This is an optimization exercise on Yosys and OpenROAD, whose aim is small area, not a production implementation. The RTL was checked by simulation tests, not by an equivalence proof against the original design. Power is estimated from default activity; no workload was simulated.

File: config.mk
export PLATFORM = sky130hd
export DESIGN_NAME = lookahead_router
export DESIGN_NICKNAME = lookahead_router
export VERILOG_FILES = /design/flow/design.v
export SDC_FILE = /design/flow/constraint.sdc
export NUM_CORES = 4
export LEC_CHECK = 0
export CAP_MARGIN = 20
export CORE_MARGIN = 2
export CORE_UTILIZATION = 55
export SLEW_MARGIN = 20
File: constraint.sdc
create_clock -name core_clock -period 5.5 [get_ports {clk}]
set_input_delay 1.1000 -clock core_clock [delete_from_list [all_inputs] [get_ports {clk}]]
set_output_delay 1.1000 -clock core_clock [all_outputs]
set_load 0.01 [all_outputs]
File: design.v
module router_fifo (
  input  logic                         clk,
  input  logic                         rst,
  input  logic                         wr_en_i,
  input  logic [32+1:0]   data_i,
  input  logic                         rd_en_i,
  output logic [32+1:0]   data_o,
  output logic                         empty_o,
  output logic                         full_o
);
  localparam int fw = 32 + 2;
  logic [4*fw-1:0] mem;
  logic [1:0]      rd_ptr;
  logic [1:0]      wr_ptr;
  logic [2:0]      count;
  logic            push;
  logic            pop;
  logic [fw-1:0]   rd_data;
  assign empty_o = count == 3'd0;
  assign full_o  = count[2];
  assign wr_ptr = rd_ptr + count[1:0];
  assign push = wr_en_i & ~full_o & ~(empty_o & rd_en_i);
  assign pop  = rd_en_i & ~empty_o;
  for (genvar k = 0; k < 4; k++) begin : gen_slots
    always_ff @(posedge clk) begin
      if (wr_en_i & ~full_o & (wr_ptr == 2'(k))) begin
        mem[k*fw +: fw] <= data_i;
      end
    end
  end
  always_comb begin
    rd_data = {fw{empty_o}} & data_i;
    for (int k = 0; k < 4; k++) begin
      rd_data = rd_data | ({fw{~empty_o & (rd_ptr == 2'(k))}} & mem[k*fw +: fw]);
    end
  end
  assign data_o = rd_data;
  always_ff @(posedge clk) begin
    if (rst) begin
      rd_ptr <= '0;
      count  <= '0;
    end else begin
      if (pop) begin
        rd_ptr <= rd_ptr + 2'd1;
      end
      if (push & ~pop) begin
        count <= count + 3'd1;
      end else if (pop & ~push) begin
        count <= count - 3'd1;
      end
    end
  end
endmodule
module lookahead_routing #(
  parameter int out_port = 4
) (
  input  logic [2*3-1:0] position_i,
  input  logic [2*3-1:0] destination_i,
  output logic [4:0]                    next_routing_o
);
  localparam int cw = 3;
  localparam logic [4:0] go_north = 5'b00001;
  localparam logic [4:0] go_south = 5'b00010;
  localparam logic [4:0] go_west  = 5'b00100;
  localparam logic [4:0] go_east  = 5'b01000;
  localparam logic [4:0] go_local = 5'b10000;
  logic [cw-1:0] pos_x, pos_y, dst_x, dst_y;
  logic [cw-1:0] next_x, next_y;
  assign pos_x = position_i[2*cw-1:cw];
  assign pos_y = position_i[cw-1:0];
  assign dst_x = destination_i[2*cw-1:cw];
  assign dst_y = destination_i[cw-1:0];
  assign next_x = (out_port == 3) ? pos_x + 1'b1 :
                  (out_port == 2) ? pos_x - 1'b1 : pos_x;
  assign next_y = (out_port == 1) ? pos_y + 1'b1 :
                  (out_port == 0) ? pos_y - 1'b1 : pos_y;
  always_comb begin
    if (out_port == 4) begin
      next_routing_o = go_local;
    end else if (dst_x > next_x) begin
      next_routing_o = go_east;
    end else if (dst_x < next_x) begin
      next_routing_o = go_west;
    end else if (dst_y < next_y) begin
      next_routing_o = go_north;
    end else if (dst_y > next_y) begin
      next_routing_o = go_south;
    end else begin
      next_routing_o = go_local;
    end
  end
endmodule
module input_unit (
  input  logic                         clk,
  input  logic                         rst,
  input  logic [32+1:0]   data_i,
  input  logic                         data_void_i,
  output logic                         stop_o,
  output logic [32+1:0]   head_o,
  output logic                         valid_o,
  output logic [4:0]                   request_o,
  input  logic [4:0]                   read_i
);
  localparam int dw = 32;
  logic queue_empty;
  logic queue_full;
  router_fifo input_queue_i (
    .clk,
    .rst,
    .wr_en_i (~data_void_i),
    .data_i  (data_i),
    .rd_en_i (|read_i),
    .data_o  (head_o),
    .empty_o (queue_empty),
    .full_o  (queue_full)
  );
  assign valid_o = ~(queue_empty & data_void_i);
  assign request_o = {5{valid_o & head_o[dw+1]}} & head_o[4:0];
  assign stop_o = queue_full;
endmodule
module router_arbiter (
  input  logic [1:0] priority_i,
  input  logic [3:0] request_i,
  output logic [3:0] pick_o,
  output logic [1:0] next_priority_o
);
  always_comb begin
    logic [1:0] idx;
    pick_o = '0;
    for (int k = 3; k >= 0; k--) begin
      idx = priority_i + 2'(k);
      if (request_i[idx]) begin
        pick_o      = '0;
        pick_o[idx] = 1'b1;
      end
    end
  end
  assign next_priority_o = {pick_o[1] | pick_o[2], pick_o[0] | pick_o[2]};
endmodule
module output_unit #(
  parameter int out_port = 4
) (
  input  logic                             clk,
  input  logic                             rst,
  input  logic [2*3-1:0]    position_i,
  input  logic [5*(32+2)-1:0] in_head_i,
  input  logic [4:0]                       in_valid_i,
  input  logic [4:0]                       in_request_i,
  output logic [4:0]                       read_o,
  input  logic                             stop_i,
  output logic [32+1:0]       data_o,
  output logic                             data_void_o
);
  localparam int dw = 32;
  localparam int fw = 32 + 2;
  localparam int cw = 3;
  logic [fw-1:0] head [4];
  logic [3:0]    request;
  logic [3:0]    valid;
  logic [3:0]    pick;
  logic [3:0]    select;
  logic [3:0]    read;
  logic [1:0]    priority_ptr;
  logic [1:0]    next_priority;
  logic          payload;
  logic          any_request;
  logic          sel_valid;
  logic [fw-1:0] xbar;
  logic [4:0]    next_routing;
  logic [fw-1:0] data_next;
  for (genvar i = 0; i < 5; i++) begin : gen_inputs
    if (i < out_port) begin : gen_below
      assign head[i]    = in_head_i[i*fw +: fw];
      assign request[i] = in_request_i[i];
      assign valid[i]   = in_valid_i[i];
      assign read_o[i]  = read[i];
    end else if (i > out_port) begin : gen_above
      assign head[i-1]    = in_head_i[i*fw +: fw];
      assign request[i-1] = in_request_i[i];
      assign valid[i-1]   = in_valid_i[i];
      assign read_o[i]    = read[i-1];
    end else begin : gen_self
      assign read_o[i] = 1'b0;
    end
  end
  router_arbiter arbiter_i (
    .priority_i      (priority_ptr),
    .request_i       (request),
    .pick_o          (pick),
    .next_priority_o (next_priority)
  );
  for (genvar j = 0; j < 4; j++) begin : gen_select
    assign select[j] = payload ? (priority_ptr == 2'((j + 1) % 4)) : pick[j];
  end
  assign read        = select & {4{~stop_i}};
  assign any_request = |request;
  assign sel_valid   = |(select & valid);
  always_comb begin
    xbar = '0;
    for (int j = 0; j < 4; j++) begin
      xbar = xbar | ({fw{read[j]}} & head[j]);
    end
  end
  lookahead_routing #(
    .out_port (out_port)
  ) lookahead_routing_i (
    .position_i     (position_i),
    .destination_i  (xbar[dw-1-2*cw:dw-4*cw]),
    .next_routing_o (next_routing)
  );
  always_comb begin
    data_next = ({fw{stop_i}} & data_o) | xbar;
    data_next[4:0] = ({5{stop_i}} & data_o[4:0]) |
                     ({5{~stop_i & ~payload}} & next_routing) |
                     ({5{payload}} & xbar[4:0]);
  end
  always_ff @(posedge clk) begin
    data_o <= data_next;
  end
  always_ff @(posedge clk) begin
    if (rst) begin
      data_void_o  <= 1'b1;
      payload      <= 1'b0;
      priority_ptr <= '0;
    end else if (~stop_i) begin
      data_void_o <= ~(payload ? sel_valid : any_request);
      if (payload) begin
        if (sel_valid & xbar[dw]) begin
          payload <= 1'b0;
        end
      end else if (any_request) begin
        priority_ptr <= next_priority;
        payload      <= ~xbar[dw];
      end
    end
  end
endmodule
module lookahead_router (
  input  logic                         clk,
  input  logic                         rst,
  input  logic [2*3-1:0] position_i,
  input  logic [32+1:0]   data_n_i,
  input  logic [32+1:0]   data_s_i,
  input  logic [32+1:0]   data_w_i,
  input  logic [32+1:0]   data_e_i,
  input  logic [32+1:0]   data_p_i,
  input  logic [4:0]                   data_void_i,
  output logic [4:0]                   stop_o,
  output logic [32+1:0]   data_n_o,
  output logic [32+1:0]   data_s_o,
  output logic [32+1:0]   data_w_o,
  output logic [32+1:0]   data_e_o,
  output logic [32+1:0]   data_p_o,
  output logic [4:0]                   data_void_o,
  input  logic [4:0]                   stop_i
);
  localparam int fw = 32 + 2;
  logic [fw-1:0]   data_in [5];
  logic [fw-1:0]   data_out [5];
  logic [5*fw-1:0] heads;
  logic [4:0]      valids;
  logic [24:0]     requests;
  logic [24:0]     requests_by_output;
  logic [24:0]     read_by_output;
  logic [24:0]     read_by_input;
  assign data_in[0] = data_n_i;
  assign data_in[1] = data_s_i;
  assign data_in[2] = data_w_i;
  assign data_in[3] = data_e_i;
  assign data_in[4] = data_p_i;
  for (genvar p = 0; p < 5; p++) begin : gen_ports
    for (genvar q = 0; q < 5; q++) begin : gen_transpose
      assign read_by_input[p*5 + q]      = read_by_output[q*5 + p];
      assign requests_by_output[p*5 + q] = requests[q*5 + p];
    end
    input_unit input_unit_i (
      .clk,
      .rst,
      .data_i      (data_in[p]),
      .data_void_i (data_void_i[p]),
      .stop_o      (stop_o[p]),
      .head_o      (heads[p*fw +: fw]),
      .valid_o     (valids[p]),
      .request_o   (requests[p*5 +: 5]),
      .read_i      (read_by_input[p*5 +: 5])
    );
    output_unit #(
      .out_port (p)
    ) output_unit_i (
      .clk,
      .rst,
      .position_i,
      .in_head_i    (heads),
      .in_valid_i   (valids),
      .in_request_i (requests_by_output[p*5 +: 5]),
      .read_o       (read_by_output[p*5 +: 5]),
      .stop_i       (stop_i[p]),
      .data_o       (data_out[p]),
      .data_void_o  (data_void_o[p])
    );
  end
  assign data_n_o = data_out[0];
  assign data_s_o = data_out[1];
  assign data_w_o = data_out[2];
  assign data_e_o = data_out[3];
  assign data_p_o = data_out[4];
endmodule
File: run.sh
#!/bin/bash
# synth_recipe.tcl (not shown) runs the flow's synth.tcl, then flattens the netlist and writes it again
# the make line also repeats each setting of config.mk as NAME=value (left out here)
make -C /OpenROAD-flow-scripts/flow DESIGN_CONFIG=/design/flow/config.mk WORK_HOME=/design/flow/orfs CLKGATE_MAP_FILE= SYNTH_SCRIPT=/design/flow/synth_recipe.tcl finish
==> results of run 1 <==
## sequential cells by signal, indices dropped and copies added, names as in the netlist
name                                         cells
gen_ports.input_unit_i.input_queue_i.rd_ptr     10
gen_ports.output_unit_i.priority_ptr            10
gen_ports.input_unit_i.input_queue_i.mem       680
gen_ports.output_unit_i.data_o                 170
gen_ports.input_unit_i.input_queue_i.count      15
gen_ports.output_unit_i.payload                  5
gen_ports.output_unit_i.data_void_o              5
## cells in the final DEF, fill, tap and decap left out, types with 22 or more instances in the layout
| cell type | synthesis | layout |
|---|---|---|
| a21o_1 | 25 | 25 |
| buf_4 | 10 | 301 |
| nor2_1 | 153 | 143 |
| clkbuf_16 | 0 | 89 |
| clkdlybuf4s50_1 | 0 | 364 |
| dfxtp_1 | 215 | 214 |
| nor2b_1 | 22 | 22 |
| o22a_1 | 27 | 27 |
| nor4_1 | 40 | 29 |
| a22oi_1 | 274 | 274 |
| o211ai_1 | 35 | 35 |
| a221o_1 | 42 | 42 |
| and2_1 | 25 | 24 |
| o22ai_1 | 53 | 53 |
| a221oi_1 | 147 | 142 |
| ha_1 | 98 | 98 |
| o221ai_1 | 85 | 85 |
| a21oi_1 | 61 | 60 |
| nand3_1 | 114 | 112 |
| o21a_1 | 29 | 29 |
| edfxtp_1 | 680 | 680 |
| a31oi_1 | 31 | 28 |
| nand2_1 | 353 | 353 |
| o21ai_0 | 80 | 80 |
| inv_1 | 76 | 76 |
## report_power, final
| part | total [mW] | internal (mW) | switching [mW] |
|---|---|---|---|
| clock | 5.93 | 3.24 | 2.69 |
| sequential | 10.7 | 9.37 | 1.28 |
| combinational | 20.5 | 8.09 | 12.4 |
## logic make-up after synthesis
group | after synthesis | share of synthesized area, %
compound gates | 1025 | 19.97
xor+xnor | 34 | 0.7462
fa+ha+maj | 103 | 3.323
buf+inv | 303 | 3.126
flops | 895 | 61.95
mux | 34 | 1.423
simple gates | 825 | 9.462
## layout make-up
| class | count | area (µm²) |
|---|---|---|
| Antenna cell | 13 | 32.53 |
| Clock buffer | 112 | 2414 |
| Clock inverter | 53 | 455.4 |
| Fill cell | 4972 | 22110 |
| Inverter | 77 | 289.0 |
| Multi-Input combinational cell | 2021 | 14240 |
| Sequential cell | 895 | 24730 |
| Tap cell | 950 | 1189 |
| Timing Repair Buffer | 690 | 6153 |
## worst paths after layout
path	startpoint	endpoint
max	flip-flop	flip-flop
min	gen_ports[3].output_unit_i.data_o[23]$_DFF_P_	gen_ports[3].output_unit_i.data_o[23]$_DFF_P_
max reg2reg	flip-flop	flip-flop
min reg2reg	gen_ports[3].output_unit_i.data_o[23]$_DFF_P_	gen_ports[3].output_unit_i.data_o[23]$_DFF_P_
## timing repair
| action | in CTS | in global routing |
|---|---|---|
| gates resized for setup | 0 | 6 |
| buffers inserted | 0 | 0 |
| hold endpoints to repair | 0 | 0 |
| setup endpoints to repair | 0 | 7 |
## routing by layer
metal / part of all wire (%) / up-vias / wire length, µm / GRT usage, %
met2: 44 / 2433 / 66560 / 58.36
met1: 38 / 16470 / 57580 / 55.20
met3: 13 / 299 / 19630 / 10.17
li1: - / 13990 / - / -
met5: 0.015 / - / 23 / 0
met4: 3.9 / 4 / 5801 / 14.42
## through the flow
step                      area [µm²]  power (mW)  setup WS (ps)  hold WS, ps
after floorplan                39910       20.68          481.2        442.9
after global placement         46390       29.92         -27.86        439.2
after detailed placement       46460       30.30         -165.0        448.8
after CTS                      49330       36.27          160.7        459.3
after global routing           49490       38.41          12.19        470.7
final                          49500       37.11          265.0        459.8
## worst register-to-register path: stages, from the launching register on
cell and delay [ps]:
dfxtp_1 420, inv_1 140, ha_1 320, a22oi_1 270, nand3_1 430, and3_1 390
mux4_2 500, a21boi_0 260, a2111oi_0 150, a221o_1 360, buf_4 200, nor4_1 340
o31a_1 170, ha_1 160, inv_1 50, fa_1 370, xor2_1 180, or3_1 310
a21oi_1 150
==> metrics.md, run 1 <==
| Metric | Value |
|---|---|
| Crit path max-delay family | simple AND/OR/NAND/NOR gates |
| YS warnings | 21 |
| WL final | ~150000 µm |
| Startpoint types | flip-flop |
| Grt ovf | 0 |
| Hold path depth | 2 |
| Top-area cell type share of the netlist area | 51.16% |
| Site Rows | between 90 and 100 |
| First-pass GRT wire length | 213800 µm |
| Num Clock Sinks | a little under 900 |
| CTS Buf Count | 89 |
| Critical path's largest stage delay | about 500 ps |
| Post-route setup TNS | 0 ps |
| Seq/Total Area, Yosys | around 62% |
| IO Pins | approximately 370 |
| VDD IR-drop max | approximately 470 µV |
| Die Y | between 200 and 300 µm |
| RSZ-0062 raised after global routing | no |
| Area of the core | around 72000 µm² |
| Max Fclk | 191.0 MHz |
| Drt drc | 0 |
| Syn Area/Cell | 12.40 µm² |
| Worst-path clk slew | ~60 ps |
| Status | complete, no violations |
| Clock Tree Buf Depth | 3 |
| Initial antenna violation count | 14 |
| Most common cell in the synthesized netlist | edfxtp_1 |
| Seq cells post-synth | ~900 |
| Area leader, netlist | edfxtp_1 |
| Worst path depth | 18 |
| Reg2Reg Setup Slack | roughly 260 ps |
| Reg2reg path depth | 18 |
| Die ar. | about 75000 µm² |
| Worst-Margin Slew | ~1300 ps |
| Detailed-route via count | ~33000 |
| Async set-or-reset flop fraction in the synthesized netlist | 0% |
| Layout Skew | 55.37 ps |
| CTS tree | done |
| Total global routing track utilization | approximately 39% |
| Non-Filler Instances | a little under 5000 |
| Cells after Synth | 3219 |
| CP Data Arrival Time | 5850 ps |
| Pins Over Slew Limit | 0 |
| P&R area growth vs syn | 24.03% |
| Synth cell types | 89 |
| Via count of the first global-routing pass | about 31000 |
| Top cells by area, synth | edfxtp_1, dfxtp_1, a22oi_1 |
| Placed cells | about 4600 |
| Max Cap Violations | 0 |
| Post-CTS Hold Buffers | 0 |
| CTS root buffer | clkbuf_16 |
| Nets | between 4000 and 5000 |
| Slew margin rel. | between 10% and 20% |
| DR pass1 iterations | 8 |
| Initial Utilization | between 50% and 60% |
| Via/cell ratio | about 7 |
| Post-Syn Nets | about 3500 |
| Largest net degree at the start of global routing | 82 |
| WS Path Type | reg2reg |
| LEAKAGE | 17.78 nW |
| Antenna viol nets, final | 0 |
| Crit-path max FO | 7 |
| Main synth FF type | edfxtp_1 |
| GP Congestion | ~1 |
| EDFF count, synth | 680 |
| Minimum clock period | about 5200 ps |
| Crit path cell chain | inv_1 -> ha_1 -> a22oi_1 -> nand3_1 -> and3_1 -> mux4_2 -> a21boi_0 -> a2111oi_0 -> a221o_1 -> buf_4 -> nor4_1 -> o31a_1 -> ha_1 -> inv_1 -> fa_1 -> xor2_1 -> or3_1 -> a21oi_1 |
| Hold crit path type | reg2reg |
| Port Buffer Count | 367 |
| Initial DRC Count | 5324 |
| Slowest CP cell | mux4_2 |
| CP endpoint kind | flip-flop |
| Crit path buf inv count | 3 |
| Hpwl dp | 108500 µm |
| Share of layout cells above drive strength 1 | between 10% and 20% |
| Post-synth top cells | edfxtp_1, nand2_1, a22oi_1 |
| Width of the die | 273.4 µm |
| PD cells | ~750 nW/µm² |
| Crit path required time | between 6000 and 7000 ps |
| Cell Area, Synth | approximately 40000 µm² |
| Final Util | 69.13% |
| Worst skew pair latency | ~700 ps |
| H-tree lvl count | 3 |
| Fin. Hold Viols | 0 |
| Average routed wire per standard cell | 31.09 µm |
| Period utilization | between 90% and 100% |
| Setup violations, final | 0 |
==> run 2, diff against run 1 <==
--- a/design.v
+++ b/design.v
@@ -18,7 +18,8 @@
   logic [fw-1:0]   rd_data;
   assign empty_o = count == 3'd0;
   assign full_o  = count[2];
-  assign wr_ptr = rd_ptr + count[1:0];
+  assign wr_ptr = {rd_ptr[1] ^ count[1] ^ (rd_ptr[0] & count[0]),
+                   rd_ptr[0] ^ count[0]};
   assign push = wr_en_i & ~full_o & ~(empty_o & rd_en_i);
   assign pop  = rd_en_i & ~empty_o;
   for (genvar k = 0; k < 4; k++) begin : gen_slots
@@ -41,12 +42,22 @@
       count  <= '0;
     end else begin
       if (pop) begin
-        rd_ptr <= rd_ptr + 2'd1;
+        rd_ptr <= {rd_ptr[1] ^ rd_ptr[0], ~rd_ptr[0]};
       end
       if (push & ~pop) begin
-        count <= count + 3'd1;
+        case (count)
+          3'd0:    count <= 3'd1;
+          3'd1:    count <= 3'd2;
+          3'd2:    count <= 3'd3;
+          default: count <= 3'd4;
+        endcase
       end else if (pop & ~push) begin
-        count <= count - 3'd1;
+        case (count)
+          3'd4:    count <= 3'd3;
+          3'd3:    count <= 3'd2;
+          3'd2:    count <= 3'd1;
+          default: count <= 3'd0;
+        endcase
       end
     end
   end
@@ -70,20 +81,30 @@
   assign pos_y = position_i[cw-1:0];
   assign dst_x = destination_i[2*cw-1:cw];
   assign dst_y = destination_i[cw-1:0];
-  assign next_x = (out_port == 3) ? pos_x + 1'b1 :
-                  (out_port == 2) ? pos_x - 1'b1 : pos_x;
-  assign next_y = (out_port == 1) ? pos_y + 1'b1 :
-                  (out_port == 0) ? pos_y - 1'b1 : pos_y;
+  function automatic logic greater(input logic [cw-1:0] a, input logic [cw-1:0] b);
+    greater = (a[2] & ~b[2]) |
+              (~(a[2] ^ b[2]) & ((a[1] & ~b[1]) | (~(a[1] ^ b[1]) & a[0] & ~b[0])));
+  endfunction
+  function automatic logic [cw-1:0] inc(input logic [cw-1:0] a);
+    inc = {a[2] ^ (a[1] & a[0]), a[1] ^ a[0], ~a[0]};
+  endfunction
+  function automatic logic [cw-1:0] dec(input logic [cw-1:0] a);
+    dec = {a[2] ^ (~a[1] & ~a[0]), ~(a[1] ^ a[0]), ~a[0]};
+  endfunction
+  assign next_x = (out_port == 3) ? inc(pos_x) :
+                  (out_port == 2) ? dec(pos_x) : pos_x;
+  assign next_y = (out_port == 1) ? inc(pos_y) :
+                  (out_port == 0) ? dec(pos_y) : pos_y;
   always_comb begin
     if (out_port == 4) begin
       next_routing_o = go_local;
-    end else if (dst_x > next_x) begin
+    end else if (greater(dst_x, next_x)) begin
       next_routing_o = go_east;
-    end else if (dst_x < next_x) begin
+    end else if (greater(next_x, dst_x)) begin
       next_routing_o = go_west;
-    end else if (dst_y < next_y) begin
+    end else if (greater(next_y, dst_y)) begin
       next_routing_o = go_north;
-    end else if (dst_y > next_y) begin
+    end else if (greater(dst_y, next_y)) begin
       next_routing_o = go_south;
     end else begin
       next_routing_o = go_local;
@@ -124,16 +145,27 @@
   output logic [3:0] pick_o,
   output logic [1:0] next_priority_o
 );
+  logic [3:0] rot;
+  logic [3:0] first;
   always_comb begin
-    logic [1:0] idx;
-    pick_o = '0;
-    for (int k = 3; k >= 0; k--) begin
-      idx = priority_i + 2'(k);
-      if (request_i[idx]) begin
-        pick_o      = '0;
-        pick_o[idx] = 1'b1;
-      end
-    end
+    case (priority_i)
+      2'd0:    rot = request_i;
+      2'd1:    rot = {request_i[0],   request_i[3:1]};
+      2'd2:    rot = {request_i[1:0], request_i[3:2]};
+      default: rot = {request_i[2:0], request_i[3]};
+    endcase
+  end
+  assign first[0] = rot[0];
+  assign first[1] = rot[1] & ~rot[0];
+  assign first[2] = rot[2] & ~rot[1] & ~rot[0];
+  assign first[3] = rot[3] & ~rot[2] & ~rot[1] & ~rot[0];
+  always_comb begin
+    case (priority_i)
+      2'd0:    pick_o = first;
+      2'd1:    pick_o = {first[2:0], first[3]};
+      2'd2:    pick_o = {first[1:0], first[3:2]};
+      default: pick_o = {first[0],   first[3:1]};
+    endcase
   end
   assign next_priority_o = {pick_o[1] | pick_o[2], pick_o[0] | pick_o[2]};
 endmodule
==> flow/run.sh (new file) <==
#!/bin/bash
# Standard layout, with port buffers of the smallest buffer
set -o pipefail
export BUFFER_PORTS_ARGS="-buffer_cell sky130_fd_sc_hd__buf_1"
bash standard.sh synth > synth_run.log 2>&1 || exit 1
bash standard.sh > layout_run.log 2>&1 || exit 1
==> standard.sh (new file) <==
#!/bin/bash
# synth_recipe.tcl (not shown) runs the flow's synth.tcl, then flattens the netlist and writes it again
# the make line also repeats each setting of config.mk as NAME=value (left out here)
make -C /OpenROAD-flow-scripts/flow DESIGN_CONFIG=/design/flow/config.mk WORK_HOME=/design/flow/orfs CLKGATE_MAP_FILE= SYNTH_SCRIPT=/design/flow/synth_recipe.tcl "${@:-finish}"
removed: run.sh
==> metrics.md, run 2 <==
| Metric | Value |
|---|---|
| Crit path required time | 6100 ps (about the same) |
| Minimum clock period | 5047 ps (-187.7 ps) |
| Antenna viol nets, final | 0 (unchanged) |
| Seq cells post-synth | 895 (unchanged) |
| WS Path Type | reg2reg |
| Cell area after layout | 45440 µm² (-8.2%) |
| Most common cell in the synthesized netlist | edfxtp_1 |
| Commonest cells after routing, fill and taps aside | edfxtp_1, a22oi_1, buf_1 |
| Detailed-route via count | 32380 (-2.5%) |
| First-pass GRT wire length | 212800 µm (-0.44%) |
| P_int | 15.04 mW (-27%) |
| EDFF count, synth | 680 (unchanged) |
| Post-cts repair resize count | 0 (unchanged) |
| Placed cells | 4468 (-3.3%) |
| Via count of the first global-routing pass | 30700 (-1.9%) |
| Initial Utilization | 55.37% (-0.36 points) |
| Total global routing track utilization | 39.49% (+0.42 points) |
| Layout Skew | 28.99 ps (-26.38 ps) |
| Largest net degree at the start of global routing | 67 (-18%) |
| Pre-CTS WS | 393.0 ps (+558.0 ps) |
| Most flops, register | gen_ports.input_unit_i.input_queue_i.mem |
| Status | complete, no violations |
| Main synth FF type | edfxtp_1 |
| VDD IR-drop max | 384.2 µV (-18%) |
| Max Fclk | 198.1 MHz (+3.7%) |
| DR pass1 iterations | 11 (+3) |
| Switching Fraction | 40.49% (-3.7 points) |
| Async set-or-reset flop fraction in the synthesized netlist | 0% (unchanged) |
| Worst-path clk slew | 60 ps (about the same) |
| Hpwl dp | 103500 µm (-4.6%) |
| Port Buffer Count | 367 (unchanged) |
| Average routed wire per standard cell | 32.06 µm (+3.1%) |
| Power share of the sequential group | 37.9% (+9.2 points) |
| Largest registers | gen_ports.input_unit_i.input_queue_i.mem (680), gen_ports.output_unit_i.data_o (170), gen_ports.input_unit_i.input_queue_i.count (15) |
| IO Pins | 368 (unchanged) |
| Pins Over Slew Limit | 0 (unchanged) |
| Post-synth top cells | edfxtp_1, a22oi_1, nand2_1 |
| Initial antenna violation count | 9 (-5) |
| Worst skew pair latency | 680 ps (about the same) |
| Syn Area/Cell | 12.08 µm² (-2.5%) |
| Period utilization | 91.77% (-3.4 points) |
| P&R area growth vs syn | 15.00% |
| LEAKAGE | 15.85 nW (-11%) |
| Cell Area, Synth | 39510 µm² (-0.99%) |
| Grt ovf | 0 (unchanged) |
| Die Y | 272.0 µm (-0.49%) |
| YS warnings | 21 (unchanged) |
| Max FFs per register | 680 (unchanged) |
| CTS tree | done |
| P_sw | 10.23 mW (-38%) |
| Drt drc | 0 (unchanged) |
| Post-route setup TNS | 0 ps (unchanged) |
| WL final | 148800 µm (-0.50%) |
| Post-DP Area | 42360 µm² (-8.8%) |
| Post-Syn Nets | 3524 (+0.40%) |
| Max Cap Violations | 0 (unchanged) |
| CTS root buffer | clkbuf_16 |
| Post-CTS Hold Buffers | 0 (unchanged) |
| Area leader, netlist | edfxtp_1 |
| Worst Min Path Start | gen_ports[3].output_unit_i.data_o[21]$_DFF_P_ |
| RSZ-0062 raised after global routing | no |
| Num Clock Sinks | 895 (unchanged) |
| Via/cell ratio | 6.976 (+1.1%) |
| PD cells | 556.2 nW/µm² (-26%) |
| Most common cell after layout, fill and taps aside | edfxtp_1 |
| Non-Filler Instances | 4642 (-3.5%) |
| Initial DRC Count | 4929 (-7.4%) |
| Cells after Synth | 3270 (+1.6%) |
| Die ar. | 74000 µm² (-0.98%) |
| Synth cell types | 93 (+4.5%) |
| Top cells by area, synth | edfxtp_1, dfxtp_1, a22oi_1 |
| Startpoint types | flip-flop |
| Clock Power Share | 25.0% (+9.0 points) |
| Reg2reg path depth | 15 (-3) |
| CP endpoint kind | flip-flop |
| Hold path depth | 1 (-1) |
| Crit-path max FO | 11 (+4) |
| Comb power frac | 37.1% (-18 points) |
| Clock Tree Buf Depth | 3 (unchanged) |
| Fin. Hold Viols | 0 (unchanged) |
| Final worst-path setup slack | 452.7 ps (+187.7 ps) |
| Width of the die | 272.0 µm (-0.49%) |
| CP Data Arrival Time | 5650 ps (-200 ps) |
| Hold crit path type | reg2reg |
| Setup Fix Bufs, Post-CTS | 0 (unchanged) |
| Top-area cell type share of the netlist area | 51.68% (+0.51 points) |
| Site Rows | 98 (unchanged) |
| Seq/Total Area, Yosys | 62.57% (+0.62 points) |
| Nets | 3865 (-4.9%) |
| Share of layout cells above drive strength 1 | 9.683% (-4.9 points) |
| CTS Buf Count | 91 (+2.2%) |
| Setup violations, final | 0 (unchanged) |
| Area of the core | 71360 µm² (-0.34%) |
| Worst-Margin Slew | 1264 ps (-62.98 ps) |
| GP Congestion | 1.080 (+6.3%) |
| H-tree lvl count | 3 (unchanged) |
| Slew margin rel. | 15.36% (+3.8 points) |
==> run 2: cell count changes in the layout (fill, tap and decap cells not counted), moves of 27 or more <==
cell,previous run,this run
o221ai_1,85,4
nand2_1,353,298
a22oi_1,274,462
a221oi_1,142,41
nor2_1,143,197
o22ai_1,53,16
clkdlybuf4s50_1,364,0
a21oi_1,60,94
o22a_1,27,0
buf_4,301,134
ha_1,98,66
a31oi_1,28,102
buf_1,0,361
a222oi_1,15,92
==> run 2: final cells by class <==
type                            instances  area (µm²)
Inverter                               95       356.6
Fill cell                            5518       25920
Timing Repair Buffer                  501        2391
Multi-Input combinational cell       2027       13730
Clock inverter                         56       658.1
Tap cell                              950        1189
Antenna cell                            5       12.51
Clock buffer                          113        2381
Sequential cell                       895       24720
==> run 2: path summary, 6_finish.rpt <==
check / slack, ps / end
max: 450 / gen_ports[2].output_unit_i.data_o[4]$_DFF_P_
min: 450 / gen_ports[3].output_unit_i.data_o[21]$_DFF_P_
max reg2reg: 450 / gen_ports[2].output_unit_i.data_o[4]$_DFF_P_
min reg2reg: 450 / gen_ports[3].output_unit_i.data_o[21]$_DFF_P_
==> run 2: logic make-up (layout without fill, tap and decap cells) <==
| kind of cell | Yosys count | after routing | share of synthesized area [%] |
|---|---|---|---|
| simple gates | 772 | 772 | 8.749 |
| flops | 895 | 895 | 62.57 |
| xor+xnor | 31 | 31 | 0.6871 |
| other cells | 0 | 5 | 0 |
| buf+inv | 348 | 765 | 3.458 |
| mux | 18 | 18 | 0.4750 |
| compound gates | 1140 | 1140 | 21.97 |
| fa+ha+maj | 66 | 66 | 2.090 |
==> run 2: metrics by stage <==
step | power [mW] | util [%] | hold slack (ps)
after CTS | 24.92 | 63.61 | 453.8
after global routing | 26.08 | 63.67 | 463.5
after detailed placement | 18.66 | 59.35 | 440.9
final | 25.27 | 63.67 | 450.8
after floorplan | 14.61 | - | 440.2
after global placement | 18.47 | 59.35 | 439.0
==> run 2: critical path: stages (launching register included) <==
cell and delay [ps]:
dfxtp_1 420, ha_1 510, a22oi_1 260, a21oi_1 430, o21ai_0 400, a21o_1 330, a21oi_1 340, nor2_2 80
a22o_1 200, a211oi_1 560, inv_1 100, ha_1 260, or3_1 380, o31ai_1 340, and3_1 220, a221o_1 140
==> run 2: power by group through the flow <==
stage	Clock [mW]	Combinational [mW]	Sequential, mW
CTS	6.35	9.05	9.52
finish	6.31	9.38	9.59
global placement	0	8.86	9.61
floorplan	0	5.10	9.50
detailed placement	0	9.00	9.65
global route	6.60	9.83	9.65
==> run 2: layer usage <==
metal	wire length, µm	vias up	GRT usage (%)
li1	-	13730	-
met1	54200	15950	50.94
met3	16430	451	9.451
met4	10200	8	22.66
met5	126	-	0
met2	67900	2247	61.45
==> run 3, diff against run 2 <==
--- a/design.v
+++ b/design.v
@@ -10,54 +10,64 @@
 );
   localparam int fw = 32 + 2;
   logic [4*fw-1:0] mem;
-  logic [1:0]      rd_ptr;
-  logic [1:0]      wr_ptr;
-  logic [2:0]      count;
+  logic [1:0]      rd_gray;
+  logic [1:0]      wr_gray;
+  logic [3:0]      rd_slot;
+  logic [3:0]      wr_slot;
+  logic            empty;
+  logic            full;
+  logic            one_left;
+  logic            one_free;
   logic            push;
   logic            pop;
   logic [fw-1:0]   rd_data;
-  assign empty_o = count == 3'd0;
-  assign full_o  = count[2];
-  assign wr_ptr = {rd_ptr[1] ^ count[1] ^ (rd_ptr[0] & count[0]),
-                   rd_ptr[0] ^ count[0]};
-  assign push = wr_en_i & ~full_o & ~(empty_o & rd_en_i);
-  assign pop  = rd_en_i & ~empty_o;
+  assign empty_o = empty;
+  assign full_o  = full;
+  function automatic logic [3:0] slot(input logic [1:0] g);
+    slot = {g[1] & ~g[0], g[1] & g[0], ~g[1] & g[0], ~g[1] & ~g[0]};
+  endfunction
+  assign rd_slot = slot(rd_gray);
+  assign wr_slot = slot(wr_gray);
+  assign one_left = |({rd_slot[2:0], rd_slot[3]} & wr_slot);
+  assign one_free = |({wr_slot[2:0], wr_slot[3]} & rd_slot);
+  assign push = wr_en_i & ~full & ~(empty & rd_en_i);
+  assign pop  = rd_en_i & ~empty;
   for (genvar k = 0; k < 4; k++) begin : gen_slots
     always_ff @(posedge clk) begin
-      if (wr_en_i & ~full_o & (wr_ptr == 2'(k))) begin
+      if (wr_en_i & ~full & wr_slot[k]) begin
         mem[k*fw +: fw] <= data_i;
       end
     end
   end
   always_comb begin
-    rd_data = {fw{empty_o}} & data_i;
+    rd_data = {fw{empty}} & data_i;
     for (int k = 0; k < 4; k++) begin
-      rd_data = rd_data | ({fw{~empty_o & (rd_ptr == 2'(k))}} & mem[k*fw +: fw]);
+      rd_data = rd_data | ({fw{~empty & rd_slot[k]}} & mem[k*fw +: fw]);
     end
   end
   assign data_o = rd_data;
   always_ff @(posedge clk) begin
     if (rst) begin
-      rd_ptr <= '0;
-      count  <= '0;
+      rd_gray <= 2'b00;
+      wr_gray <= 2'b00;
+      empty   <= 1'b1;
+      full    <= 1'b0;
     end else begin
       if (pop) begin
-        rd_ptr <= {rd_ptr[1] ^ rd_ptr[0], ~rd_ptr[0]};
+        rd_gray <= {rd_gray[0], ~rd_gray[1]};
+      end
+      if (push) begin
+        wr_gray <= {wr_gray[0], ~wr_gray[1]};
       end
-      if (push & ~pop) begin
-        case (count)
-          3'd0:    count <= 3'd1;
-          3'd1:    count <= 3'd2;
-          3'd2:    count <= 3'd3;
-          default: count <= 3'd4;
-        endcase
-      end else if (pop & ~push) begin
-        case (count)
-          3'd4:    count <= 3'd3;
-          3'd3:    count <= 3'd2;
-          3'd2:    count <= 3'd1;
-          default: count <= 3'd0;
-        endcase
+      if (empty) begin
+        empty <= ~push;
+      end else if (pop & ~push & one_left) begin
+        empty <= 1'b1;
+      end
+      if (full) begin
+        full <= ~pop;
+      end else if (push & ~pop & one_free) begin
+        full <= 1'b1;
       end
     end
   end
@@ -83,7 +93,7 @@
   assign dst_y = destination_i[cw-1:0];
   function automatic logic greater(input logic [cw-1:0] a, input logic [cw-1:0] b);
     greater = (a[2] & ~b[2]) |
-              (~(a[2] ^ b[2]) & ((a[1] & ~b[1]) | (~(a[1] ^ b[1]) & a[0] & ~b[0])));
+              ((a[2] | ~b[2]) & ((a[1] & ~b[1]) | ((a[1] | ~b[1]) & a[0] & ~b[0])));
   endfunction
   function automatic logic [cw-1:0] inc(input logic [cw-1:0] a);
     inc = {a[2] ^ (a[1] & a[0]), a[1] ^ a[0], ~a[0]};
@@ -145,27 +155,18 @@
   output logic [3:0] pick_o,
   output logic [1:0] next_priority_o
 );
-  logic [3:0] rot;
-  logic [3:0] first;
-  always_comb begin
-    case (priority_i)
-      2'd0:    rot = request_i;
-      2'd1:    rot = {request_i[0],   request_i[3:1]};
-      2'd2:    rot = {request_i[1:0], request_i[3:2]};
-      default: rot = {request_i[2:0], request_i[3]};
-    endcase
-  end
-  assign first[0] = rot[0];
-  assign first[1] = rot[1] & ~rot[0];
-  assign first[2] = rot[2] & ~rot[1] & ~rot[0];
-  assign first[3] = rot[3] & ~rot[2] & ~rot[1] & ~rot[0];
-  always_comb begin
-    case (priority_i)
-      2'd0:    pick_o = first;
-      2'd1:    pick_o = {first[2:0], first[3]};
-      2'd2:    pick_o = {first[1:0], first[3:2]};
-      default: pick_o = {first[0],   first[3:1]};
-    endcase
+  logic [3:0] at;
+  assign at = {priority_i == 2'd3, priority_i == 2'd2,
+               priority_i == 2'd1, priority_i == 2'd0};
+  for (genvar j = 0; j < 4; j++) begin : gen_pick
+    localparam int j1 = (j + 3) % 4;
+    localparam int j2 = (j + 2) % 4;
+    localparam int j3 = (j + 1) % 4;
+    assign pick_o[j] = request_i[j] &
+                       (at[j] |
+                        (at[j1] & ~request_i[j1]) |
+                        (at[j2] & ~request_i[j1] & ~request_i[j2]) |
+                        (at[j3] & ~request_i[j1] & ~request_i[j2] & ~request_i[j3]));
   end
   assign next_priority_o = {pick_o[1] | pick_o[2], pick_o[0] | pick_o[2]};
 endmodule
@@ -198,8 +199,9 @@
   logic          any_request;
   logic          sel_valid;
   logic [fw-1:0] xbar;
-  logic [4:0]    next_routing;
   logic [fw-1:0] data_next;
+  logic [4:0]    routing_q;
+  logic [4:0]    next_routing;
   for (genvar i = 0; i < 5; i++) begin : gen_inputs
     if (i < out_port) begin : gen_below
       assign head[i]    = in_head_i[i*fw +: fw];
@@ -233,22 +235,19 @@
       xbar = xbar | ({fw{read[j]}} & head[j]);
     end
   end
+  assign data_next = ({fw{stop_i}} & {data_o[fw-1:5], routing_q}) | xbar;
+  always_ff @(posedge clk) begin
+    data_o[fw-1:5] <= data_next[fw-1:5];
+    routing_q      <= data_next[4:0];
+  end
   lookahead_routing #(
     .out_port (out_port)
   ) lookahead_routing_i (
     .position_i     (position_i),
-    .destination_i  (xbar[dw-1-2*cw:dw-4*cw]),
+    .destination_i  (data_o[dw-1-2*cw:dw-4*cw]),
     .next_routing_o (next_routing)
   );
-  always_comb begin
-    data_next = ({fw{stop_i}} & data_o) | xbar;
-    data_next[4:0] = ({5{stop_i}} & data_o[4:0]) |
-                     ({5{~stop_i & ~payload}} & next_routing) |
-                     ({5{payload}} & xbar[4:0]);
-  end
-  always_ff @(posedge clk) begin
-    data_o <= data_next;
-  end
+  assign data_o[4:0] = data_o[dw+1] ? next_routing : routing_q;
   always_ff @(posedge clk) begin
     if (rst) begin
       data_void_o  <= 1'b1;
@@ -295,6 +294,10 @@
   logic [24:0]     requests_by_output;
   logic [24:0]     read_by_output;
   logic [24:0]     read_by_input;
+  logic [2*3-1:0] position_q;
+  always_ff @(posedge clk) begin
+    position_q <= position_i;
+  end
   assign data_in[0] = data_n_i;
   assign data_in[1] = data_s_i;
   assign data_in[2] = data_w_i;
@@ -321,7 +324,7 @@
     ) output_unit_i (
       .clk,
       .rst,
-      .position_i,
+      .position_i   (position_q),
       .in_head_i    (heads),
       .in_valid_i   (valids),
       .in_request_i (requests_by_output[p*5 +: 5]),
==> flow/run.sh (replaced) <==
#!/bin/bash
# Layout flow: the standard flow with
#  - synthesis as standard.sh runs it, but ABC maps for area (flow/abc_area.script)
#  - the smallest buffer on the ports
#  - clock tree without dummy loads, from smaller clock buffers
set -euo pipefail
HERE=$(pwd)
FLOWDIR=$HERE/flow

# Synthesis: synth_recipe.tcl with ORFS's synth.tcl, only the ABC script swapped
sed 's|log_cmd abc {\*}\$abc_args|set abc_args [lreplace $abc_args 1 1 '"$FLOWDIR"'/abc_area.script]\n  log_cmd abc {*}$abc_args|' \
  "$FLOW_HOME/scripts/synth.tcl" > synth_area.tcl
grep -q abc_area.script synth_area.tcl
sed "s|source \$::env(SCRIPTS_DIR)/synth.tcl|source $HERE/synth_area.tcl|" synth_recipe.tcl > synth_recipe_area.tcl
grep -q synth_area.tcl synth_recipe_area.tcl
sed "s|SYNTH_SCRIPT=[^ ]*|SYNTH_SCRIPT=$HERE/synth_recipe_area.tcl|" standard.sh > standard_area.sh
grep -q synth_recipe_area.tcl standard_area.sh

export BUFFER_PORTS_ARGS="-buffer_cell sky130_fd_sc_hd__buf_1"
if [[ -f $FLOWDIR/cts_args ]]; then
  export CTS_ARGS="$(cat $FLOWDIR/cts_args)"
fi

bash standard_area.sh synth > synth.log 2>&1
bash standard_area.sh > layout.log 2>&1
==> flow/abc_area.script (new file) <==
strash
&get -n
&st
&dch -f
&nf -R 1000
&put
==> flow/cts_args (new file) <==
-sink_clustering_enable -repair_clock_nets -dont_use_dummy_load -buf_list {sky130_fd_sc_hd__clkbuf_16} -sink_clustering_size 20 -sink_clustering_max_diameter 80
--- a/config.mk
+++ b/config.mk
@@ -5,7 +5,8 @@
 export SDC_FILE = /design/flow/constraint.sdc
 export NUM_CORES = 4
 export LEC_CHECK = 0
-export CAP_MARGIN = 20
+export CAP_MARGIN = 0
 export CORE_MARGIN = 2
-export CORE_UTILIZATION = 55
-export SLEW_MARGIN = 20
+export CORE_UTILIZATION = 60
+export SETUP_SLACK_MARGIN = 0.25
+export SLEW_MARGIN = 0
==> metrics.md, run 3 <==
| Metric | Value |
|---|---|
| Status | complete, no violations |
| First-pass GRT wire length | 187500 µm (-12%) |
| Reg2reg path depth | 16 (+1) |
| Pre-CTS WS | 919.2 ps (+526.2 ps) |
| P_int | 12.08 mW (-20%) |
| Period utilization | 84.95% (-6.8 points) |
| Worst-Margin Slew | 1221 ps (-42.42 ps) |
| Most common cell in the synthesized netlist | edfxtp_1 |
| Via/cell ratio | 7.299 (+4.6%) |
| Final worst-path setup slack | 827.5 ps (+374.8 ps) |
| Largest registers | gen_ports.input_unit_i.input_queue_i.mem (680), gen_ports.output_unit_i.data_o (145), gen_ports.output_unit_i.routing_q (25) |
| Top-area cell type share of the netlist area | 56.71% (+5.0 points) |
| Average routed wire per standard cell | 32.76 µm (+2.2%) |
| Area of the core | 59130 µm² (-17%) |
| Nets | 3415 (-12%) |
| Post-cts repair resize count | 0 (unchanged) |
| Layout Skew | 53.38 ps (+24.38 ps) |
| Simple-gate share of the synthesized area | 10.64% (+1.9 points) |
| Antenna viol nets, final | 0 (unchanged) |
| Reg2Reg Setup Slack | 830 ps (+370 ps) |
| CTS tree | done |
| Post-synthesis mux area share | 0.4274% (-0.048 points) |
| Minimum clock period | 4672 ps (-374.8 ps) |
| Most common cell after layout, fill and taps aside | edfxtp_1 |
| Cells after Synth | 2722 (-17%) |
| P_sw | 7.490 mW (-27%) |
| Crit path required time | 5970 ps (-130 ps) |
| Total global routing track utilization | 41.33% (+1.8 points) |
| Power share of the sequential group | 48.6% (+11 points) |
| Main synth FF type | edfxtp_1 |
| Final Util | 68.81% (+5.1 points) |
| EDFF count, synth | 680 (unchanged) |
| Post-Synth XOR/XNOR Area | 0.3405% (-0.35 points) |
| Num Clock Sinks | 906 (+1.2%) |
| Die ar. | 61990 µm² (-16%) |
| Synth cell types | 50 (-46%) |
| Slew margin rel. | 18.39% (+3.0 points) |
| DRT met1 WL | 47350 µm (-13%) |
| Clock Tree Buf Depth | 3 (unchanged) |
| Hpwl dp | 90010 µm (-13%) |
| RSZ-0062 raised after global routing | no |
| Post-CTS Hold Buffers | 0 (unchanged) |
| Site Rows | 89 (-9.2%) |
| Max Fclk | 214.0 MHz (+8.0%) |
| VDD IR-drop max | 325.6 µV (-15%) |
| YS warnings | 25 (+19%) |
| Largest net degree at the start of global routing | 51 (-24%) |
| Worst-path clk slew | 80 ps (+20 ps) |
| Post-Syn Nets | 2914 (-17%) |
| Port Buffer Count | 367 (unchanged) |
| Crit path capture | gen_ports[3].output_unit_i.payload$_SDFFE_PP0N_ |
| Setup violations, final | 0 (unchanged) |
| Worst skew pair latency | 650 ps (-30 ps) |
| H-tree lvl count | 2 (-1) |
| DR WL met2 | 56850 µm (-16%) |
| Grt ovf | 0 (unchanged) |
| Detailed-route via count | 29170 (-9.9%) |
| Die Y | 249.0 µm (-8.5%) |
| Initial antenna violation count | 2 (-7) |
| WS Path Type | reg2reg |
| Startpoint types | flip-flop |
| WL met3 | 18380 µm (+12%) |
| Comb power frac | 32.1% (-5.0 points) |
| Post-synthesis adder-cell area fraction | 0.1390% (-2.0 points) |
| Hold crit path type | reg2reg |
| Non-Filler Instances | 3996 (-14%) |
| CP Data Arrival Time | 5150 ps (-500 ps) |
| CTS Buf Count | 53 (-42%) |
| Seq cells post-synth | 906 (+1.2%) |
| Cell area after layout | 40690 µm² (-10%) |
| Pins Over Slew Limit | 0 (unchanged) |
| Fin. Hold Viols | 0 (unchanged) |
| Area of the multi-input gates | 11250 µm² (-18%) |
| DR pass1 iterations | 14 (+3) |
| Commonest cells after routing, fill and taps aside | edfxtp_1, nand2_1, buf_1 |
| Filler Cell Count | 4234 (-23%) |
| Via count of the first global-routing pass | 27300 (-11%) |
| GP Congestion | 1.009 (-6.6%) |
| Top layer in use | met4 |
| Compound-Gate Fraction of Synth Area | 18.58% (-3.4 points) |
| Hold path depth | 2 (+1) |
| Final hold slack | 462.7 ps (+11.88 ps) |
| Clock Power Share | 19.4% (-5.6 points) |
| Initial DRC Count | 6021 (+22%) |
| Crit Reg-Reg Startpoint | gen_ports[1].input_unit_i.input_queue_i.empty$_SDFF_PP1_ |
| CP endpoint kind | flip-flop |
| Area leader, netlist | edfxtp_1 |
| Max FFs per register | 680 (unchanged) |
| Reg area | 24950 µm² (+0.91%) |
| Placed cells | 3941 (-12%) |
| IO Pins | 368 (unchanged) |
| CTS root buffer | clkbuf_16 |
| WL final | 130900 µm (-12%) |
| Setup Fix Bufs, Post-CTS | 0 (unchanged) |
| Async set-or-reset flop fraction in the synthesized netlist | 0% (unchanged) |
| Cell Area, Synth | 36010 µm² (-8.9%) |
| Max Cap Violations | 0 (unchanged) |
| Most flops, register | gen_ports.input_unit_i.input_queue_i.mem |
| Post-route setup TNS | 0 ps (unchanged) |
| PD cells | 481.1 nW/µm² (-14%) |
| Top cells by area, synth | edfxtp_1, dfxtp_1, a222oi_1 |
| CP startpoint | gen_ports[1].input_unit_i.input_queue_i.empty$_SDFF_PP1_ |
| Crit-path max FO | 34 (+23) |
| RR Endpoint | gen_ports[3].output_unit_i.payload$_SDFFE_PP0N_ |
| Initial Utilization | 60.89% (+5.5 points) |
| Post-DP Area | 39360 µm² (-7.1%) |
| Drt drc | 0 (unchanged) |
| LEAKAGE | 13.64 nW (-14%) |
| Switching Fraction | 38.27% (-2.2 points) |
| P&R area growth vs syn | 13.01% |
| Width of the die | 249.0 µm (-8.5%) |
| Post-synth top cells | edfxtp_1, nand2_1, a222oi_1 |
| Total Power | 19.58 mW (-23%) |
| Seq/Total Area, Yosys | 69.28% (+6.7 points) |
| Syn Area/Cell | 13.23 µm² (+9.5%) |
| Share of layout cells above drive strength 1 | 6.240% (-3.4 points) |
| Main combinational cell family by area after synthesis | compound AO/OA/AOI/OAI gates |
==> run 3: area by class of cell <==
type | instances | area share [%]
Tap cell | 773 | 2.377
Antenna cell | 2 | 0.01230
Timing Repair Buffer | 456 | 5.046
Sequential cell | 906 | 61.31
Inverter | 37 | 0.3413
Clock buffer | 53 | 3.259
Multi-Input combinational cell | 1769 | 27.65
==> run 3: power groups by stage <==
stage	combinational [mW]	clock (mW)	sequential (mW)
after CTS	6.02	3.80	9.44
final	6.27	3.79	9.51
after detailed placement	5.99	0	9.59
after global placement	5.88	0	9.55
after floorplan	3.11	0	9.44
after global routing	6.56	4.04	9.55
==> run 3: worst min-delay path by stage <==
stage	startpoint	end	slack [ps]
floorplan	gen_ports[0].output_unit_i.data_void_o$_SDFFE_PP1N_	gen_ports[0].output_unit_i.data_void_o$_SDFFE_PP1N_	430
global placement	gen_ports[0].output_unit_i.data_o[32]$_DFF_P_	gen_ports[0].output_unit_i.data_o[32]$_DFF_P_	440
detailed placement	gen_ports[0].output_unit_i.data_o[32]$_DFF_P_	gen_ports[0].output_unit_i.data_o[32]$_DFF_P_	440
CTS	gen_ports[0].output_unit_i.data_o[32]$_DFF_P_	gen_ports[0].output_unit_i.data_o[32]$_DFF_P_	460
global route	gen_ports[0].output_unit_i.data_o[32]$_DFF_P_	gen_ports[0].output_unit_i.data_o[32]$_DFF_P_	480
finish	gen_ports[4].output_unit_i.data_o[32]$_DFF_P_	gen_ports[4].output_unit_i.data_o[32]$_DFF_P_	460
==> run 3: logic make-up (layout without fill, tap and decap cells) <==
logic type	after synthesis	count (layout)
flip-flops	906	906
AND/OR/NAND/NOR	871	871
AO/OA/AOI/OAI	865	865
buffers and inverters	47	546
multiplexers	15	15
XOR/XNOR	14	14
adder cells (fa/ha/maj)	4	4
other	0	2
==> run 3: critical path, stage by stage, from the launching register on <==
cell	delay (ps)
dfxtp_1	830
buf_4	460
nor2_2	130
buf_4	290
nand2_1	110
nand2_1	60
a21oi_1	460
nor2_1	220
nor2_1	190
a21oi_1	110
a21o_1	200
o31ai_1	320
nor2b_4	250
buf_4	510
a221oi_1	190
nor2_1	130
nor3_1	50
==> run 3: metal layers <==
metal	track usage, %	vias up
met5	0	-
met1	57.64	14130
met4	21.49	0
li1	-	12170
met3	10.06	359
met2	60.70	2517
==> run 4, diff against run 3 <==
==> flow/cts_args (replaced) <==
-sink_clustering_enable -repair_clock_nets -dont_use_dummy_load -buf_list {sky130_fd_sc_hd__clkbuf_8} -sink_clustering_size 12 -sink_clustering_max_diameter 60
==> metrics.md, run 4 <==
| Metric | Value |
|---|---|
| Largest net degree at the start of global routing | 51 (unchanged) |
| YS warnings | 25 (unchanged) |
| Post-cts repair resize count | 0 (unchanged) |
| Largest registers | gen_ports.input_unit_i.input_queue_i.mem (680), gen_ports.output_unit_i.data_o (145), gen_ports.output_unit_i.routing_q (25) |
| Area leader, netlist | edfxtp_1 |
| EDFF count, synth | 680 (unchanged) |
| Final Util | 68.59% (-0.23 points) |
| P&R area growth vs syn | 12.63% |
| Post-CTS Hold Buffers | 0 (unchanged) |
| Site Rows | 89 (unchanged) |
| IO Pins | 368 (unchanged) |
| Clock Tree Buf Depth | 3 (unchanged) |
| Worst-path clk slew | 90 ps (about the same) |
| CTS tree | done |
| Worst skew pair latency | 740 ps (+90 ps) |
| WL final | 131500 µm (+0.47%) |
| Detailed-route via count | 29300 (+0.45%) |
| Status | complete, no violations |
| Port Buffer Count | 367 (unchanged) |
| CTS root buffer | clkbuf_8 |
| Post-route setup TNS | 0 ps (unchanged) |
| Via/cell ratio | 7.266 (-0.45%) |
| Top-area cell type share of the netlist area | 56.71% (unchanged) |
| Async set-or-reset flop fraction in the synthesized netlist | 0% (unchanged) |
| Minimum clock period | 4702 ps (+29.66 ps) |
| Seq/Total Area, Yosys | 69.28% (unchanged) |
| Total Power | 19.31 mW (-1.4%) |
| Initial antenna violation count | 3 (+1) |
| Most common cell after layout, fill and taps aside | edfxtp_1 |
| H-tree lvl count | 3 (+1) |
| Total global routing track utilization | 41.61% (+0.28 points) |
| Num Clock Sinks | 906 (unchanged) |
| Grt ovf | 0 (unchanged) |
| Post-Syn Nets | 2914 (unchanged) |
| Cells after Synth | 2722 (unchanged) |
| Share of layout cells above drive strength 1 | 7.191% (+0.95 points) |
| GP Congestion | 1.009 (unchanged) |
| Final hold slack | 460.0 ps (-2.683 ps) |
| Die Y | 249.0 µm (unchanged) |
| Setup violations, final | 0 (unchanged) |
| Period utilization | 85.49% (+0.54 points) |
| Post-synth top cells | edfxtp_1, nand2_1, a222oi_1 |
| Cell Area, Synth | 36010 µm² (unchanged) |
| Antenna viol nets, final | 0 (unchanged) |
| Crit path required time | 6050 ps (+80 ps) |
| Hold crit path type | reg2reg |
| Placed cells | 3941 (unchanged) |
| Max Fclk | 212.7 MHz (-0.63%) |
| Filler Cell Count | 4246 (+0.28%) |
| Initial Utilization | 60.89% (unchanged) |
| RSZ-0062 raised after global routing | no |
| Initial DRC Count | 5977 (-0.73%) |
| Fin. Hold Viols | 0 (unchanged) |
| Layout Skew | 67.35 ps (+13.97 ps) |
| Most flops, register | gen_ports.input_unit_i.input_queue_i.mem |
| Hpwl dp | 90010 µm (unchanged) |
| Slew margin rel. | 18.19% (-0.20 points) |
| Crit-path max FO | 34 (unchanged) |
| Via count of the first global-routing pass | 27590 (+1.1%) |
| Max FFs per register | 680 (unchanged) |
| Main synth FF type | edfxtp_1 |
| Die ar. | 61990 µm² (unchanged) |
| VDD IR-drop max | 364.8 µV (+12%) |
| WS Path Type | reg2reg |
| LEAKAGE | 13.61 nW (-0.26%) |
| Drt drc | 0 (unchanged) |
| Reg area | 24950 µm² (unchanged) |
| Setup Fix Bufs, Post-CTS | 0 (unchanged) |
| Seq cells post-synth | 906 (unchanged) |
| Max Cap Violations | 0 (unchanged) |
| Area of the multi-input gates | 11250 µm² (unchanged) |
| PD cells | 476.1 nW/µm² (-1.0%) |
| Most common cell in the synthesized netlist | edfxtp_1 |
| Average routed wire per standard cell | 32.62 µm (-0.43%) |
| Top cells by area, synth | edfxtp_1, dfxtp_1, a222oi_1 |
| Startpoint types | flip-flop |
| Pins Over Slew Limit | 0 (unchanged) |
| CP endpoint kind | flip-flop |
| CTS Buf Count | 86 (+62%) |
| First-pass GRT wire length | 188500 µm (+0.53%) |
| Width of the die | 249.0 µm (unchanged) |
| Syn Area/Cell | 13.23 µm² (unchanged) |
| Commonest cells after routing, fill and taps aside | edfxtp_1, nand2_1, buf_1 |
| DR pass1 iterations | 14 (unchanged) |
| Non-Filler Instances | 4032 (+0.90%) |
| CP Data Arrival Time | 5260 ps (+110 ps) |
| Synth cell types | 50 (unchanged) |
| Nets | 3448 (+0.97%) |
| Worst-Margin Slew | 1224 ps (+2.991 ps) |
| Area of the core | 59130 µm² (unchanged) |
==> run 4: logic make-up after synthesis <==
group	synth area share (%)
AOI/OAI and AO/OA	18.58
xor gates and xnor gates	0.3405
adders and majority gates	0.1390
buffers and inverters	0.5942
DFF	69.28
muxes	0.4274
and+or+nand+nor	10.64
==> run 4: layout make-up <==
| class | count | area share, % |
|---|---|---|
| clock buffers | 86 | 2.919 |
| repair buffers | 456 | 5.063 |
| multi-input cells | 1769 | 27.74 |
| well taps | 773 | 2.385 |
| diodes | 5 | 0.03085 |
| flip-flops and latches | 906 | 61.52 |
| inverters | 37 | 0.3425 |
==> run 4: worst paths after layout <==
check	start	end	slack (ps)	depth (start not counted)
hold / removal	gen_ports[0].output_unit_i.data_o[32]$_DFF_P_	gen_ports[0].output_unit_i.data_o[32]$_DFF_P_	460	2
setup / recovery	gen_ports[1].input_unit_i.input_queue_i.empty$_SDFF_PP1_	gen_ports[3].output_unit_i.payload$_SDFFE_PP0N_	800	16
hold reg to reg	gen_ports[0].output_unit_i.data_o[32]$_DFF_P_	gen_ports[0].output_unit_i.data_o[32]$_DFF_P_	460	2
setup reg to reg	gen_ports[1].input_unit_i.input_queue_i.empty$_SDFF_PP1_	gen_ports[3].output_unit_i.payload$_SDFFE_PP0N_	800	16
==> run 4: layer usage <==
metal  track usage (%)  up-vias  routed length [µm]
li1                  -    12220                   -
met1             56.65    14070               46470
met2             61.26     2623               57220
met3             12.09      387               19670
met4             21.37        0                8181
met5                 0        -                   0
==> run 4: per-stage QoR <==
stage	setup WS, ps	cell area (µm²)
finish	797.8	40560
detailed placement	919.2	39360
floorplan	261.6	36170
global route	515.5	40550
CTS	948.1	40540
global placement	940.8	39360
==> run 4: worst max-delay path: stages (launching register included) <==
cell      delay [ps]
dfxtp_1          840
buf_4            460
nor2_2           130
buf_4            290
nand2_1          110
nand2_1           60
a21oi_1          470
nor2_1           220
nor2_1           180
a21oi_1          110
a21o_1           200
o31ai_1          320
nor2b_4          260
buf_4            530
a221oi_1         190
nor2_1           130
nor3_1            50
==> run 4: power breakdown <==
group | switching, mW | total, mW | internal [mW]
logic | 4.40 | 6.27 | 1.87
clock network | 2.13 | 3.52 | 1.39
registers | 1.00 | 9.52 | 8.51
total | 7.54 | 19.3 | 11.8

-- static timing again, ports no longer ideal --
How much do the figures lean on ideal ports? The routed layouts below were timed once more, with nothing changed but the port constraints.
Step 1 (the two cells are an assumption about what drives the block):
set clk [get_ports {clk}]
set_driving_cell -lib_cell sky130_fd_sc_hd__clkbuf_16 $clk
set_driving_cell -lib_cell sky130_fd_sc_hd__buf_2 [delete_from_list [all_inputs] $clk]
Step 2 adds t to the input delays and takes it off the output delays; t is the mean of the earliest and latest rising clock arrival at the registers after step 1. Input paths then give back, and output paths get back, about the clock's delay inside the block.
a / b / c = no drivers / after step 1 / after step 2; a / b = the first two.
run	shift t [ns]	setup slack, ns	clock arrival spread, ns	slew at the worst register clock pin (ns)
run 1	0.730	0.265 / 0.265 / -0.276	0.060 / 0.061	0.07 / 0.07
run 2	0.733	0.453 / 0.453 / 0.168	0.030 / 0.030	0.07 / 0.07
run 3	0.689	0.828 / 0.827 / 0.761	0.054 / 0.053	0.09 / 0.09
run 4	0.771	0.798 / 0.798 / 0.719	0.068 / 0.068	0.09 / 0.09
With both steps, setup timing fails in run 1, where it was met with ideal ports. The setup slack of run 1, which loses most, moves by 0.000 ns with the drivers and by -0.541 ns with both steps.
